This design comes from an exercise in tuning for small area, a short achievable clock period and few clock cycles per item on the open sky130 flow, not from production work.
Function not checked in this run: the RTL went through the layout flow alone.
Power is estimated from default activity; no workload was simulated.

--- flow/design.v ---
`timescale 1ns / 1ps
package rpsf_pkg;
	localparam int unsigned ADDR_W  = 40;
	localparam int unsigned WORD_W  = 32;
	localparam int unsigned TIME_W  = 32;
	localparam int unsigned TMO_W   = 16;
	localparam int unsigned COUNT_W = 8;
	localparam int unsigned LEN_W   = 6;
	localparam int unsigned CMD_W   = 8;
	localparam int unsigned PHASE_W = 3;
	localparam int unsigned CFG_IDX_W = 3;
	localparam logic [CMD_W-1:0] CMD_REQUEST_CODE  = 8'd1;
	localparam logic [CMD_W-1:0] CMD_RESPONSE_CODE = 8'd2;
	localparam logic [CMD_W-1:0] CMD_PING_CODE     = 8'd3;
	localparam logic [CMD_W-1:0] CMD_PONG_CODE     = 8'd4;
	localparam logic [LEN_W-1:0] RESPONSE_LENGTH   = 6'd6;
	localparam logic [LEN_W-1:0] VERIFY_LENGTH     = 6'd8;
	localparam logic KIND_REQUEST = 1'b0;
	localparam logic KIND_PONG    = 1'b1;
	localparam logic [ADDR_W-1:0]  DEFAULT_ADDRESS_RST = 40'd733295205870;
	localparam logic [WORD_W-1:0]  DEVICE_ID_RST       = 32'd272914040;
	localparam logic [WORD_W-1:0]  HOST_MAGIC_RST      = 32'd0;
	localparam logic [WORD_W-1:0]  SLAVE_MAGIC_RST     = 32'd0;
	localparam logic [COUNT_W-1:0] VERIFY_TARGET_RST   = 8'd5;
	localparam logic [TMO_W-1:0]   RESPONSE_TMO_RST    = 16'd100;
	localparam logic [TMO_W-1:0]   VERIFY_TMO_RST      = 16'd5000;
	localparam logic [TMO_W-1:0]   SILENT_DONE_RST     = 16'd3000;
	localparam logic [COUNT_W-1:0] COUNT_MAX = {COUNT_W{1'b1}};
	typedef enum logic [PHASE_W-1:0] {
		PH_IDLE   = 3'd0,
		PH_SEND   = 3'd1,
		PH_WAIT   = 3'd2,
		PH_VERIFY = 3'd3,
		PH_DONE   = 3'd4
	} phase_t;
	typedef enum logic [CFG_IDX_W-1:0] {
		REG_DEFAULT_ADDRESS = 3'd0,
		REG_DEVICE_ID       = 3'd1,
		REG_HOST_MAGIC      = 3'd2,
		REG_SLAVE_MAGIC     = 3'd3,
		REG_VERIFY_TARGET   = 3'd4,
		REG_RESPONSE_TMO    = 3'd5,
		REG_VERIFY_TMO      = 3'd6,
		REG_SILENT_DONE     = 3'd7
	} cfg_reg_t;
endpackage
`timescale 1ns / 1ps
module radio_pairing_slave_fsm_top (
	input  logic                                 clk,
	input  logic                                 arst_n,
	input  logic                                 cfg_we,
	input  logic [rpsf_pkg::CFG_IDX_W-1:0]       cfg_index,
	input  logic [rpsf_pkg::ADDR_W-1:0]          cfg_data,
	input  logic                                 poll_valid,
	output logic                                 poll_ready,
	input  logic                                 poll_enable,
	input  logic [rpsf_pkg::TIME_W-1:0]          poll_now_ms,
	input  logic                                 poll_rx_valid,
	input  logic [rpsf_pkg::LEN_W-1:0]           poll_rx_length,
	input  logic [rpsf_pkg::CMD_W-1:0]           poll_rx_command,
	input  logic [rpsf_pkg::WORD_W-1:0]          poll_rx_magic,
	input  logic [rpsf_pkg::ADDR_W-1:0]          poll_rx_granted_address,
	output logic                                 result_valid,
	input  logic                                 result_ready,
	output logic                                 result_send_valid,
	output logic                                 result_send_kind,
	output logic [rpsf_pkg::WORD_W-1:0]          result_send_word,
	output logic [rpsf_pkg::ADDR_W-1:0]          result_send_address,
	output logic [rpsf_pkg::ADDR_W-1:0]          result_link_address,
	output logic                                 result_rx_flush,
	output logic [rpsf_pkg::PHASE_W-1:0]         result_phase,
	output logic [rpsf_pkg::COUNT_W-1:0]         result_verify_count,
	output logic                                 result_finish
);
	logic [rpsf_pkg::ADDR_W-1:0]  default_address_q;
	logic [rpsf_pkg::WORD_W-1:0]  device_id_q;
	logic [rpsf_pkg::WORD_W-1:0]  host_magic_q;
	logic [rpsf_pkg::WORD_W-1:0]  slave_magic_q;
	logic [rpsf_pkg::COUNT_W-1:0] verify_target_q;
	logic [rpsf_pkg::TMO_W-1:0]   response_tmo_q;
	logic [rpsf_pkg::TMO_W-1:0]   verify_tmo_q;
	logic [rpsf_pkg::TMO_W-1:0]   silent_done_q;
	logic [rpsf_pkg::PHASE_W-1:0] phase_q;
	logic [rpsf_pkg::TIME_W-1:0]  time_q;
	logic [rpsf_pkg::COUNT_W-1:0] count_q;
	logic                         goal_q;
	logic [rpsf_pkg::ADDR_W-1:0]  link_q;
	logic                         valid_q;
	logic                         send_q;
	logic                         event_q;
	logic                         pong_q, request_q;
	logic                         init1_q, init2_q;
	logic [7:0]                   cfg_en;
	logic [rpsf_pkg::ADDR_W-1:0]  cfg_wd [8];
	logic                         fire;
	logic                         in_idle, in_send, in_wait, in_verify, in_done;
	logic                         resp_ok, ping_ok;
	logic [rpsf_pkg::TMO_W-1:0]   now_lo, now_hi, tim_lo, tim_hi;
	logic [rpsf_pkg::TMO_W-1:0]   hi_same, hi_next, csa_s, csa_c;
	logic                         lo_ok;
	logic [rpsf_pkg::TMO_W-1:0]   limit_n;
	logic [rpsf_pkg::COUNT_W-1:0] count_inc;
	logic [rpsf_pkg::PHASE_W-1:0] phase_d, phase_n, phase_x;
	logic                         lim_resp_q, lim_resp_d, lim_resp_n;
	logic                         goal_d, goal_n;
	logic [rpsf_pkg::TMO_W-1:0]   limit_n_q;
	logic                         cfg_ok_q, idle_ok_q, valid_d;
	logic                         late_ok, eq0, eq1, k15;
	logic [2:0]                   sel_f0, sel_f1_l0, sel_f1_l1, sel_l0, sel_l1, sel_lim;
	logic [rpsf_pkg::PHASE_W-1:0] phase_d00, phase_d01, phase_d10, phase_d11, phase_c0, phase_c1;
	logic                         lo_cout;
	logic [rpsf_pkg::TMO_W-1:0]   ok_g, ok_p, csa_x, csa_o, csa_a, cs_y, cs_g, cs_p;
	function automatic logic [rpsf_pkg::ADDR_W-1:0] cfg_rst(input int i);
		case (i)
			0: cfg_rst = rpsf_pkg::DEFAULT_ADDRESS_RST;
			1: cfg_rst = rpsf_pkg::ADDR_W'(rpsf_pkg::DEVICE_ID_RST);
			2: cfg_rst = rpsf_pkg::ADDR_W'(rpsf_pkg::HOST_MAGIC_RST);
			3: cfg_rst = rpsf_pkg::ADDR_W'(rpsf_pkg::SLAVE_MAGIC_RST);
			4: cfg_rst = rpsf_pkg::ADDR_W'(rpsf_pkg::VERIFY_TARGET_RST);
			5: cfg_rst = rpsf_pkg::ADDR_W'(rpsf_pkg::RESPONSE_TMO_RST);
			6: cfg_rst = rpsf_pkg::ADDR_W'(rpsf_pkg::VERIFY_TMO_RST);
			default: cfg_rst = rpsf_pkg::ADDR_W'(rpsf_pkg::SILENT_DONE_RST);
		endcase
	endfunction
	rpsf_ao21 u_ready (.a(idle_ok_q), .b(result_ready), .c(cfg_ok_q), .y(poll_ready));
	assign fire       = poll_valid && poll_ready;
	always_ff @(posedge clk or negedge arst_n) begin
		if (!arst_n) begin
			init1_q <= 1'b0;
			init2_q <= 1'b0;
		end else begin
			init1_q <= 1'b1;
			init2_q <= init1_q;
		end
	end
	always_comb begin
		for (int i = 0; i < 8; i++) begin
			cfg_en[i] = !init1_q || (cfg_we && (cfg_index == i));
			cfg_wd[i] = (cfg_data & {rpsf_pkg::ADDR_W{init1_q}})
				| (cfg_rst(i) & {rpsf_pkg::ADDR_W{!init1_q}});
		end
	end
	always_ff @(posedge clk) begin
		if (cfg_en[rpsf_pkg::REG_DEFAULT_ADDRESS])
			default_address_q <= cfg_wd[rpsf_pkg::REG_DEFAULT_ADDRESS];
		if (cfg_en[rpsf_pkg::REG_DEVICE_ID])
			device_id_q <= cfg_wd[rpsf_pkg::REG_DEVICE_ID][rpsf_pkg::WORD_W-1:0];
		if (cfg_en[rpsf_pkg::REG_HOST_MAGIC])
			host_magic_q <= cfg_wd[rpsf_pkg::REG_HOST_MAGIC][rpsf_pkg::WORD_W-1:0];
		if (cfg_en[rpsf_pkg::REG_SLAVE_MAGIC])
			slave_magic_q <= cfg_wd[rpsf_pkg::REG_SLAVE_MAGIC][rpsf_pkg::WORD_W-1:0];
		if (cfg_en[rpsf_pkg::REG_VERIFY_TARGET])
			verify_target_q <= cfg_wd[rpsf_pkg::REG_VERIFY_TARGET][rpsf_pkg::COUNT_W-1:0];
		if (cfg_en[rpsf_pkg::REG_RESPONSE_TMO])
			response_tmo_q <= cfg_wd[rpsf_pkg::REG_RESPONSE_TMO][rpsf_pkg::TMO_W-1:0];
		if (cfg_en[rpsf_pkg::REG_VERIFY_TMO])
			verify_tmo_q <= cfg_wd[rpsf_pkg::REG_VERIFY_TMO][rpsf_pkg::TMO_W-1:0];
		if (cfg_en[rpsf_pkg::REG_SILENT_DONE])
			silent_done_q <= cfg_wd[rpsf_pkg::REG_SILENT_DONE][rpsf_pkg::TMO_W-1:0];
	end
	assign in_idle   = (phase_q == rpsf_pkg::PH_IDLE);
	assign in_send   = (phase_q == rpsf_pkg::PH_SEND);
	assign in_wait   = (phase_q == rpsf_pkg::PH_WAIT);
	assign in_verify = (phase_q == rpsf_pkg::PH_VERIFY);
	assign in_done   = (phase_q == rpsf_pkg::PH_DONE);
	assign resp_ok = poll_rx_valid && (poll_rx_length == rpsf_pkg::RESPONSE_LENGTH)
		&& (poll_rx_command == rpsf_pkg::CMD_RESPONSE_CODE);
	assign ping_ok = poll_rx_valid && (poll_rx_length == rpsf_pkg::VERIFY_LENGTH)
		&& (poll_rx_command == rpsf_pkg::CMD_PING_CODE) && (poll_rx_magic == host_magic_q);
	assign lim_resp_d = in_send || (in_wait && !resp_ok);
	assign goal_d     = (in_wait && resp_ok) ? 1'b0
		: ((in_verify && ping_ok) ? (goal_q || (count_inc >= verify_target_q)) : goal_q);
	function automatic logic [2:0] lim_sel(input logic resp, input logic goal);
		lim_sel = {resp, !resp && goal, !resp && !goal};
	endfunction
	assign late_ok   = in_wait ? resp_ok : ping_ok;
	assign sel_f0    = lim_sel(lim_resp_q, goal_q);
	assign sel_f1_l0 = lim_sel(in_send || in_wait, goal_q);
	assign sel_f1_l1 = lim_sel(in_send, !in_wait && (goal_q || (in_verify && (count_inc >= verify_target_q))));
	assign sel_l0    = fire ? sel_f1_l0 : sel_f0;
	assign sel_l1    = fire ? sel_f1_l1 : sel_f0;
	for (genvar i = 0; i < 3; i++) begin : lim_mux
		rpsf_mux2 u (.s(late_ok), .a1(sel_l1[i]), .a0(sel_l0[i]), .y(sel_lim[i]));
	end
	rpsf_sel3 u_limit (.a(response_tmo_q), .b(silent_done_q), .c(verify_tmo_q),
		.sa(sel_lim[2]), .sb(sel_lim[1]), .sc(sel_lim[0]), .yn(limit_n));
	always_ff @(posedge clk) begin
		limit_n_q <= limit_n;
	end
	assign valid_d = fire || (valid_q && !result_ready);
	always_ff @(posedge clk or negedge arst_n) begin
		if (!arst_n) begin
			cfg_ok_q  <= 1'b1;
			idle_ok_q <= 1'b1;
		end else begin
			cfg_ok_q  <= !cfg_we;
			idle_ok_q <= !valid_d && !cfg_we;
		end
	end
	assign now_lo  = poll_now_ms[rpsf_pkg::TMO_W-1:0];
	assign now_hi  = poll_now_ms[rpsf_pkg::TIME_W-1:rpsf_pkg::TMO_W];
	assign tim_lo  = time_q[rpsf_pkg::TMO_W-1:0];
	assign tim_hi  = time_q[rpsf_pkg::TIME_W-1:rpsf_pkg::TMO_W];
	assign ok_g    = {now_lo[rpsf_pkg::TMO_W-1:1] & ~tim_lo[rpsf_pkg::TMO_W-1:1], now_lo[0] | ~tim_lo[0]};
	assign ok_p    = now_lo | ~tim_lo;
	rpsf_carry16 u_lo_ok (.g(ok_g), .p(ok_p), .c(lo_ok));
	assign hi_same = ~(now_hi ^ tim_hi);
	assign hi_next = {hi_same[rpsf_pkg::TMO_W-1:1] ~^ (now_hi[rpsf_pkg::TMO_W-2:0] | ~tim_hi[rpsf_pkg::TMO_W-2:0]),
		~hi_same[0]};
	assign eq0     = &hi_same;
	assign eq1     = &hi_next;
	rpsf_csa_pre u_csa_pre (.t(tim_lo), .l(limit_n_q), .x(csa_x), .o(csa_o), .a(csa_a));
	assign csa_s   = now_lo ^ csa_x;
	assign csa_c   = (now_lo & csa_o) | (~now_lo & csa_a);
	assign cs_y    = {csa_c[rpsf_pkg::TMO_W-2:0], 1'b1};
	assign cs_g    = csa_s & cs_y;
	assign cs_p    = csa_s | cs_y;
	rpsf_carry16 u_lo_cout (.g(cs_g), .p(cs_p), .c(lo_cout));
	assign k15 = csa_c[rpsf_pkg::TMO_W-1];
	assign count_inc = (count_q != rpsf_pkg::COUNT_MAX) ? count_q + 1'b1 : count_q;
	always_comb begin
		phase_n = phase_q;
		phase_x = phase_q;
		if (!poll_enable) begin
			phase_n = rpsf_pkg::PH_IDLE;
			phase_x = rpsf_pkg::PH_IDLE;
		end else begin
			case (phase_q)
				rpsf_pkg::PH_IDLE: begin
					phase_n = rpsf_pkg::PH_SEND;
					phase_x = rpsf_pkg::PH_SEND;
				end
				rpsf_pkg::PH_SEND: begin
					phase_n = rpsf_pkg::PH_WAIT;
					phase_x = rpsf_pkg::PH_WAIT;
				end
				rpsf_pkg::PH_WAIT: begin
					phase_n = resp_ok ? rpsf_pkg::PH_VERIFY : rpsf_pkg::PH_WAIT;
					phase_x = resp_ok ? rpsf_pkg::PH_VERIFY : rpsf_pkg::PH_SEND;
				end
				rpsf_pkg::PH_VERIFY: begin
					phase_n = rpsf_pkg::PH_VERIFY;
					phase_x = ping_ok ? rpsf_pkg::PH_VERIFY
						: (goal_q ? rpsf_pkg::PH_DONE : rpsf_pkg::PH_SEND);
				end
				rpsf_pkg::PH_DONE: begin
					phase_n = rpsf_pkg::PH_DONE;
					phase_x = rpsf_pkg::PH_DONE;
				end
				default: begin
					phase_n = rpsf_pkg::PH_IDLE;
					phase_x = rpsf_pkg::PH_IDLE;
				end
			endcase
		end
	end
	assign phase_d00 = !fire ? phase_q : ((!eq1 || k15) ? phase_x : phase_n);
	assign phase_d01 = !fire ? phase_q : ((!eq1 || !k15) ? phase_x : phase_n);
	assign phase_d10 = !fire ? phase_q : ((!eq0 || !k15) ? phase_x : phase_n);
	assign phase_d11 = !fire ? phase_q : ((!eq0 || k15) ? phase_x : phase_n);
	for (genvar i = 0; i < rpsf_pkg::PHASE_W; i++) begin : ph_mux
		rpsf_mux2 u0 (.s(lo_ok), .a1(phase_d10[i]), .a0(phase_d00[i]), .y(phase_c0[i]));
		rpsf_mux2 u1 (.s(lo_ok), .a1(phase_d11[i]), .a0(phase_d01[i]), .y(phase_c1[i]));
		rpsf_mux2 u (.s(lo_cout), .a1(phase_c1[i]), .a0(phase_c0[i]), .y(phase_d[i]));
	end
	always_ff @(posedge clk or negedge arst_n) begin
		if (!arst_n) begin
			phase_q <= rpsf_pkg::PH_IDLE;
			count_q <= '0;
			valid_q <= 1'b0;
		end else begin
			phase_q <= phase_d;
			if (fire) begin
				if (poll_enable) begin
					if (in_idle || (in_wait && resp_ok))
						count_q <= '0;
					else if (in_verify && ping_ok)
						count_q <= count_inc;
				end
			end
			valid_q <= valid_d;
		end
	end
	always_ff @(posedge clk) begin
		if (!init2_q || (fire && poll_enable && (in_idle || in_send)))
			link_q <= default_address_q;
		else if (fire && poll_enable && in_wait && resp_ok)
			link_q <= poll_rx_granted_address;
	end
	always_ff @(posedge clk) begin
		if (fire) begin
			if (!((in_wait && !resp_ok) || (in_verify && !ping_ok)))
				time_q <= poll_now_ms;
			goal_q <= goal_d;
			lim_resp_q <= lim_resp_d;
			send_q  <= poll_enable && (in_send || (in_verify && ping_ok));
			request_q <= poll_enable && in_send;
			pong_q    <= poll_enable && in_verify && ping_ok;
			event_q <= poll_enable && ((in_wait && resp_ok) || in_done);
		end
	end
	assign result_valid        = valid_q;
	assign result_send_valid   = send_q;
	assign result_send_kind    = pong_q;
	assign result_send_word    = (slave_magic_q & {rpsf_pkg::WORD_W{pong_q}})
		| (device_id_q & {rpsf_pkg::WORD_W{request_q}});
	assign result_send_address = send_q ? link_q : '0;
	assign result_link_address = link_q;
	assign result_rx_flush     = event_q && !phase_q[2];
	assign result_phase        = phase_q;
	assign result_verify_count = count_q;
	assign result_finish       = event_q && phase_q[2];
endmodule
module rpsf_carry16 (
	input  logic [15:0] g,
	input  logic [15:0] p,
	output logic        c
);
	logic [7:0] g1n, p1n;
	logic [3:0] g2, p2;
	logic [1:0] g3n, p3n;
	logic       p4;
	for (genvar i = 0; i < 8; i++) begin : l1
		rpsf_gp_n u (.gh(g[2*i+1]), .ph(p[2*i+1]), .gl(g[2*i]), .pl(p[2*i]), .gn(g1n[i]), .pn(p1n[i]));
	end
	for (genvar i = 0; i < 4; i++) begin : l2
		rpsf_gp_p u (.ghn(g1n[2*i+1]), .phn(p1n[2*i+1]), .gln(g1n[2*i]), .pln(p1n[2*i]), .g(g2[i]), .p(p2[i]));
	end
	for (genvar i = 0; i < 2; i++) begin : l3
		rpsf_gp_n u (.gh(g2[2*i+1]), .ph(p2[2*i+1]), .gl(g2[2*i]), .pl(p2[2*i]), .gn(g3n[i]), .pn(p3n[i]));
	end
	rpsf_gp_p l4 (.ghn(g3n[1]), .phn(p3n[1]), .gln(g3n[0]), .pln(p3n[0]), .g(c), .p(p4));
endmodule
module rpsf_gp_n (
	input  logic gh, ph, gl, pl,
	output logic gn, pn
);
	assign gn = ~(gh | (ph & gl));
	assign pn = ~(ph & pl);
endmodule
module rpsf_gp_p (
	input  logic ghn, phn, gln, pln,
	output logic g, p
);
	assign g = ~(ghn & (phn | gln));
	assign p = ~(phn | pln);
endmodule
module rpsf_csa_pre (
	input  logic [15:0] t,
	input  logic [15:0] l,
	output logic [15:0] x,
	output logic [15:0] o,
	output logic [15:0] a
);
	assign x = ~t ^ l;
	assign o = ~t | l;
	assign a = ~t & l;
endmodule
module rpsf_mux2 (
	input  logic s, a1, a0,
	output logic y
);
	assign y = s ? a1 : a0;
endmodule
module rpsf_sel3 (
	input  logic [15:0] a, b, c,
	input  logic        sa, sb, sc,
	output logic [15:0] yn
);
	assign yn = ~((a & {16{sa}}) | (b & {16{sb}}) | (c & {16{sc}}));
endmodule
module rpsf_ao21 (
	input  logic a, b, c,
	output logic y
);
	assign y = a | (b & c);
endmodule
--- flow/flow/run.sh ---
#!/bin/bash
# Standard layout with two changes:
#  - the port buffers are the smallest buffer (buf_1) instead of the one
#    buffer_ports picks by default;
#  - the slow four-input OR/NOR/AND cells, three-input OR, the 4-stack
#    AOI/OAI and the weak three-way AOI are added to
#    the don't-use list, so synthesis builds wide gates from faster ones.
set -euo pipefail
export BUFFER_PORTS_ARGS="-buffer_cell sky130_fd_sc_hd__buf_1"
PLATFORM_DONT_USE="sky130_fd_sc_hd__lpflow_bleeder_1 sky130_fd_sc_hd__lpflow_clkbufkapwr_1 sky130_fd_sc_hd__lpflow_clkbufkapwr_16 sky130_fd_sc_hd__lpflow_clkbufkapwr_2 sky130_fd_sc_hd__lpflow_clkbufkapwr_4 sky130_fd_sc_hd__lpflow_clkbufkapwr_8 sky130_fd_sc_hd__lpflow_clkinvkapwr_1 sky130_fd_sc_hd__lpflow_clkinvkapwr_16 sky130_fd_sc_hd__lpflow_clkinvkapwr_2 sky130_fd_sc_hd__lpflow_clkinvkapwr_4 sky130_fd_sc_hd__lpflow_clkinvkapwr_8 sky130_fd_sc_hd__lpflow_decapkapwr_12 sky130_fd_sc_hd__lpflow_decapkapwr_3 sky130_fd_sc_hd__lpflow_decapkapwr_4 sky130_fd_sc_hd__lpflow_decapkapwr_6 sky130_fd_sc_hd__lpflow_decapkapwr_8 sky130_fd_sc_hd__lpflow_inputiso0n_1 sky130_fd_sc_hd__lpflow_inputiso0p_1 sky130_fd_sc_hd__lpflow_inputiso1n_1 sky130_fd_sc_hd__lpflow_inputiso1p_1 sky130_fd_sc_hd__lpflow_inputisolatch_1 sky130_fd_sc_hd__lpflow_isobufsrc_1 sky130_fd_sc_hd__lpflow_isobufsrc_16 sky130_fd_sc_hd__lpflow_isobufsrc_2 sky130_fd_sc_hd__lpflow_isobufsrc_4 sky130_fd_sc_hd__lpflow_isobufsrc_8 sky130_fd_sc_hd__lpflow_isobufsrckapwr_16 sky130_fd_sc_hd__lpflow_lsbuf_lh_hl_isowell_tap_1 sky130_fd_sc_hd__lpflow_lsbuf_lh_hl_isowell_tap_2 sky130_fd_sc_hd__lpflow_lsbuf_lh_hl_isowell_tap_4 sky130_fd_sc_hd__lpflow_lsbuf_lh_isowell_4 sky130_fd_sc_hd__lpflow_lsbuf_lh_isowell_tap_1 sky130_fd_sc_hd__lpflow_lsbuf_lh_isowell_tap_2 sky130_fd_sc_hd__lpflow_lsbuf_lh_isowell_tap_4 sky130_fd_sc_hd__probe_p_8 sky130_fd_sc_hd__probec_p_8 "
EXTRA_DONT_USE="sky130_fd_sc_hd__a2111o_1 sky130_fd_sc_hd__a2111o_2 sky130_fd_sc_hd__a2111o_4 sky130_fd_sc_hd__a2111oi_0 sky130_fd_sc_hd__a2111oi_1 sky130_fd_sc_hd__a2111oi_2 sky130_fd_sc_hd__a2111oi_4 sky130_fd_sc_hd__nor4_1 sky130_fd_sc_hd__nor4_2 sky130_fd_sc_hd__nor4_4 sky130_fd_sc_hd__nor4b_1 sky130_fd_sc_hd__nor4b_2 sky130_fd_sc_hd__nor4b_4 sky130_fd_sc_hd__nor4bb_1 sky130_fd_sc_hd__nor4bb_2 sky130_fd_sc_hd__nor4bb_4 sky130_fd_sc_hd__o2111a_1 sky130_fd_sc_hd__o2111a_2 sky130_fd_sc_hd__o2111a_4 sky130_fd_sc_hd__o2111ai_1 sky130_fd_sc_hd__o2111ai_2 sky130_fd_sc_hd__o2111ai_4 sky130_fd_sc_hd__or4_1 sky130_fd_sc_hd__or4_2 sky130_fd_sc_hd__or4_4 sky130_fd_sc_hd__or4b_1 sky130_fd_sc_hd__or4b_2 sky130_fd_sc_hd__or4b_4 sky130_fd_sc_hd__or4bb_1 sky130_fd_sc_hd__or4bb_2 sky130_fd_sc_hd__or4bb_4 sky130_fd_sc_hd__a222oi_1 sky130_fd_sc_hd__and4_1 sky130_fd_sc_hd__and4_2 sky130_fd_sc_hd__and4_4 sky130_fd_sc_hd__and4b_1 sky130_fd_sc_hd__and4b_2 sky130_fd_sc_hd__and4b_4 sky130_fd_sc_hd__and4bb_1 sky130_fd_sc_hd__and4bb_2 sky130_fd_sc_hd__and4bb_4 sky130_fd_sc_hd__or3_1 sky130_fd_sc_hd__or3_2 sky130_fd_sc_hd__or3_4 sky130_fd_sc_hd__or3b_1 sky130_fd_sc_hd__or3b_2 sky130_fd_sc_hd__or3b_4"
bash standard.sh DONT_USE_CELLS="$PLATFORM_DONT_USE $EXTRA_DONT_USE" finish > standard_flow.log 2>&1
--- flow/standard.sh ---
#!/bin/bash
# synth_recipe.tcl (not shown) runs the flow's synth.tcl, then flattens the netlist and writes it again
# the make line also repeats each setting of config.mk as NAME=value (left out here)
make -C /OpenROAD-flow-scripts/flow DESIGN_CONFIG=/design/flow/config.mk WORK_HOME=/design/flow/orfs CLKGATE_MAP_FILE= SYNTH_SCRIPT=/design/flow/synth_recipe.tcl "${@:-finish}"
--- flow/config.mk ---
export PLATFORM = sky130hd
export DESIGN_NAME = radio_pairing_slave_fsm_top
export DESIGN_NICKNAME = radio_pairing_slave_fsm_top
export VERILOG_FILES = /design/flow/design.v
export SDC_FILE = /design/flow/constraint.sdc
export NUM_CORES = 4
export LEC_CHECK = 0
export CAP_MARGIN = 20
export CORE_MARGIN = 2
export CORE_UTILIZATION = 65
export CTS_CLUSTER_DIAMETER = 100
export CTS_CLUSTER_SIZE = 24
export SETUP_SLACK_MARGIN = 2.5
export SLEW_MARGIN = 20
export SYNTH_HIERARCHICAL = 1
--- flow/constraint.sdc ---
create_clock -name core_clock -period 5.5 [get_ports {clk}]
set_input_delay 1.1000 -clock core_clock [delete_from_list [all_inputs] [get_ports {clk}]]
set_output_delay 1.1000 -clock core_clock [all_outputs]
set_load 0.01 [all_outputs]
==> flow_summary.json <==
{
  "crit-reg2reg-launch": "count_q[3]",
  "worstMarginPinSlew_ns": 1.031,
  "switching_power_w": 0.001655,
  "ff2ff_path_depth": 13,
  "io_buffers": 296,
  "dp_hpwl_microns": 25220,
  "worst_ep_required_time_ns": 5.93,
  "cap_violations": 0,
  "worst_path_max_delay_cell": "dfrtp_2",
  "setup-violations-final": 0,
  "swShare_pct": 29.74,
  "avgSynthCellArea_sq_um": 13.07,
  "syn_nets": 1350,
  "fin_crit_ns": 3.062,
  "antenna_left": 0,
  "place.gp.congestion": 0.8669,
  "arrival_ns": 3.49,
  "final_nets": 1662,
  "grt_start_max_net_pins": 70,
  "powerDensity_nw_per_um2": 326.0,
  "slew_violations": 0,
  "drc": 0,
  "rows": 55,
  "p_leak_nw": 6.348,
  "htreeDepth": 1,
  "cpPeakStageDelay_ns": 0.39,
  "cts_buffer_depth": 3,
  "cp_top_family": "compound AO/OA/AOI/OAI gates",
  "vias_per_cell": 5.723,
  "path_cells": "and3_4 > and3_4 > nand3_4 > mux2_4 > ha_4 > a21o_1 > a21o_1 > a21oi_2 > o21ai_2 > a31oi_2 > mux2_4 > a22o_1 > a21oi_4",
  "cp_max_fo": 8,
  "cts_tree": "done",
  "ir_drop_mv": 0.2942,
  "cts_made_buffers": 16,
  "clk_pin_slew_ns": 0.11,
  "p_int_w": 0.003910,
  "dr.pass1.iters": 5,
  "drtIter0Drc": 780,
  "setup_ws_ns": 2.438,
  "finalCritPeriodShare_pct": 55.66,
  "antenna_found_initial": 8,
  "drt_wl_total_microns": 36030,
  "place_ws_ns": 1.669,
  "fp.dieH_microns": 154.5,
  "grt_pass1_wl_microns": 53390,
  "post_drt_wl_per_cell_microns": 20.73,
  "ios": 297,
  "yosys_warnings": 8,
  "start_util_pct": 65.60,
  "comb_power_share_pct": 24.4,
  "r2r-end": "limit_n_q[1]",
  "clock_power_share_pct": 23.4,
  "reg2reg_setup_slack_ns": 2.44,
  "final_common_cell": "buf_1",
  "synthCells": 1126,
  "cts.sinks": 302,
  "tns_ns": 0,
  "status": "complete, no violations",
  "rsz0062_at_grt": "yes",
  "netlist_area_sq_um": 14720,
  "worstSetupPathDepth": 13,
  "grtUsageTotal_pct": 29.27,
  "maxSlewHeadroom_pct": 30.98,
  "syn_to_final_growth_pct": 16.00,
  "root_buffer": "clkbuf_16",
  "layout-drive-gt1-share_pct": 14.43,
  "vias": 9947,
  "final_cell_mix": "buf_1 (295), edfxtp_1 (270), and2_1 (84)",
  "gr-total-overflow": 0,
  "die_area_sq_um": 23860,
  "endpoint_kind": "register",
  "worstHoldPathType": "reg2reg",
  "start_kind": "register",
  "skew_ns": 0.02886,
  "crit_buf_inv": 0,
  "die_w_microns": 154.5,
  "timing.fmax_ghz": 0.3266,
  "clock_latency_ns": 0.51,
  "critPathLaunch": "count_q[3]",
  "dp.cells": 1686,
  "seq_power_share_pct": 52.2,
  "worst-setup-path-type": "reg2reg",
  "hold_violations": 0,
  "critPathCapture": "limit_n_q[1]",
  "core-area_sq_um": 22430,
  "hold_start": "silent_done_q[15]",
  "grt_pass1_vias": 9738,
  "fin_cells": 1738
}
[power by group through the flow]
stage / combinational (W) / clock (W) / sequential (W)
6_report: 0.00136 / 0.00130 / 0.00290
4_1_cts: 0.00133 / 0.00131 / 0.00290
3_5_place_dp: 0.00129 / 0 / 0.00296
3_3_place_gp: 0.00125 / 0 / 0.00295
2_1_floorplan: 0.000964 / 0 / 0.00290
5_1_grt: 0.00149 / 0.00139 / 0.00293
[area by class of cell]
cell class	count	area, sq um
timing repair buffer	325	1375
antenna	5	12.51
fill	1498	5363
sequential	302	8835
clock buffer	26	459.2
tap	285	356.6
clock inverter	2	13.76
multi-input combinational	716	5727
inverter	77	292.8
[stage by stage]
stage | total power, W | area, sq um | hold slack, ns | util [%]
finish | 0.005566 | 17070 | 0.4211 | 76.10
global route | 0.005805 | 17060 | 0.4422 | 76.06
CTS | 0.005540 | 16840 | 0.4228 | 75.06
detailed placement | 0.004251 | 16250 | 0.4072 | 72.42
global placement | 0.004202 | 16250 | 0.4068 | 72.42
floorplan | 0.003867 | 14830 | 0.3519 | -
[state kept, by name, summed over array words and instances (netlist names), 16 cells and up]
name               cells
slave_magic_q         32
silent_done_q         16
default_address_q     40
link_q                40
device_id_q           32
host_magic_q          32
time_q                32
response_tmo_q        16
verify_tmo_q          16
limit_n_q             16
[timing repair]
item / 4_1_cts / 5_1_grt
hold buffers: 0 / 0
pin swaps: 0 / 7
setup buffers: 10 / 6
gates cloned: 0 / 3
gates resized for setup: 8 / 23
setup endpoints to repair: 124 / 109
[worst min path at each step]
stage                     to  cells past startpoint
4_1_cts        limit_n_q[15]                      1
3_3_place_gp    limit_n_q[3]                      1
2_1_floorplan        init2_q                      0
5_1_grt        limit_n_q[15]                      1
6_report       limit_n_q[15]                      1
3_5_place_dp    limit_n_q[3]                      1
[worst reg2reg max path: stages (launching register included)]
cell and delay [ns]:
dfrtp_2 0.39, and3_4 0.20, and3_4 0.22, nand3_4 0.11, mux2_4 0.35, ha_4 0.27
a21o_1 0.14, a21o_1 0.14, a21oi_2 0.06, o21ai_2 0.20, a31oi_2 0.17, mux2_4 0.35
a22o_1 0.25, a21oi_4 0.11
[metal layers]
layer	routed length (microns)	track usage [%]	vias to the layer above
met1	13930	36.58	4806
met3	2857	7.005	69
met5	27	0	-
met4	1047	8.907	4
li1	-	-	4672
met2	18170	50.94	396

separate check: timing with driven ports:
In the flow no input, the clock included, has a driving cell. The finished layout below was timed again as built, in two steps. Step 1 (the two cells are an assumption about what drives the block):
set clk [get_ports {clk}]
set_driving_cell -lib_cell sky130_fd_sc_hd__clkbuf_16 $clk
set_driving_cell -lib_cell sky130_fd_sc_hd__buf_2 [delete_from_list [all_inputs] $clk]
Step 2 times the ports against the registers' clock, not the clock port: input delays grow and output delays shrink by t, the midpoint of the rising clock arrivals with the driver on. a / b / c = no drivers / after step 1 / after step 2; a / b = the first two.
t, ns: 0.550
slack for setup (ns): 2.438 / 2.438 / 2.001
clock arrival spread, ns: 0.030 / 0.030
slew at the worst register clock pin (ns): 0.11 / 0.11
pins driven straight from the clock port: 1
After both steps setup and hold are still met in this run. For this run, drivers alone change the setup slack by 0.000 ns; drivers and shift together by -0.437 ns.
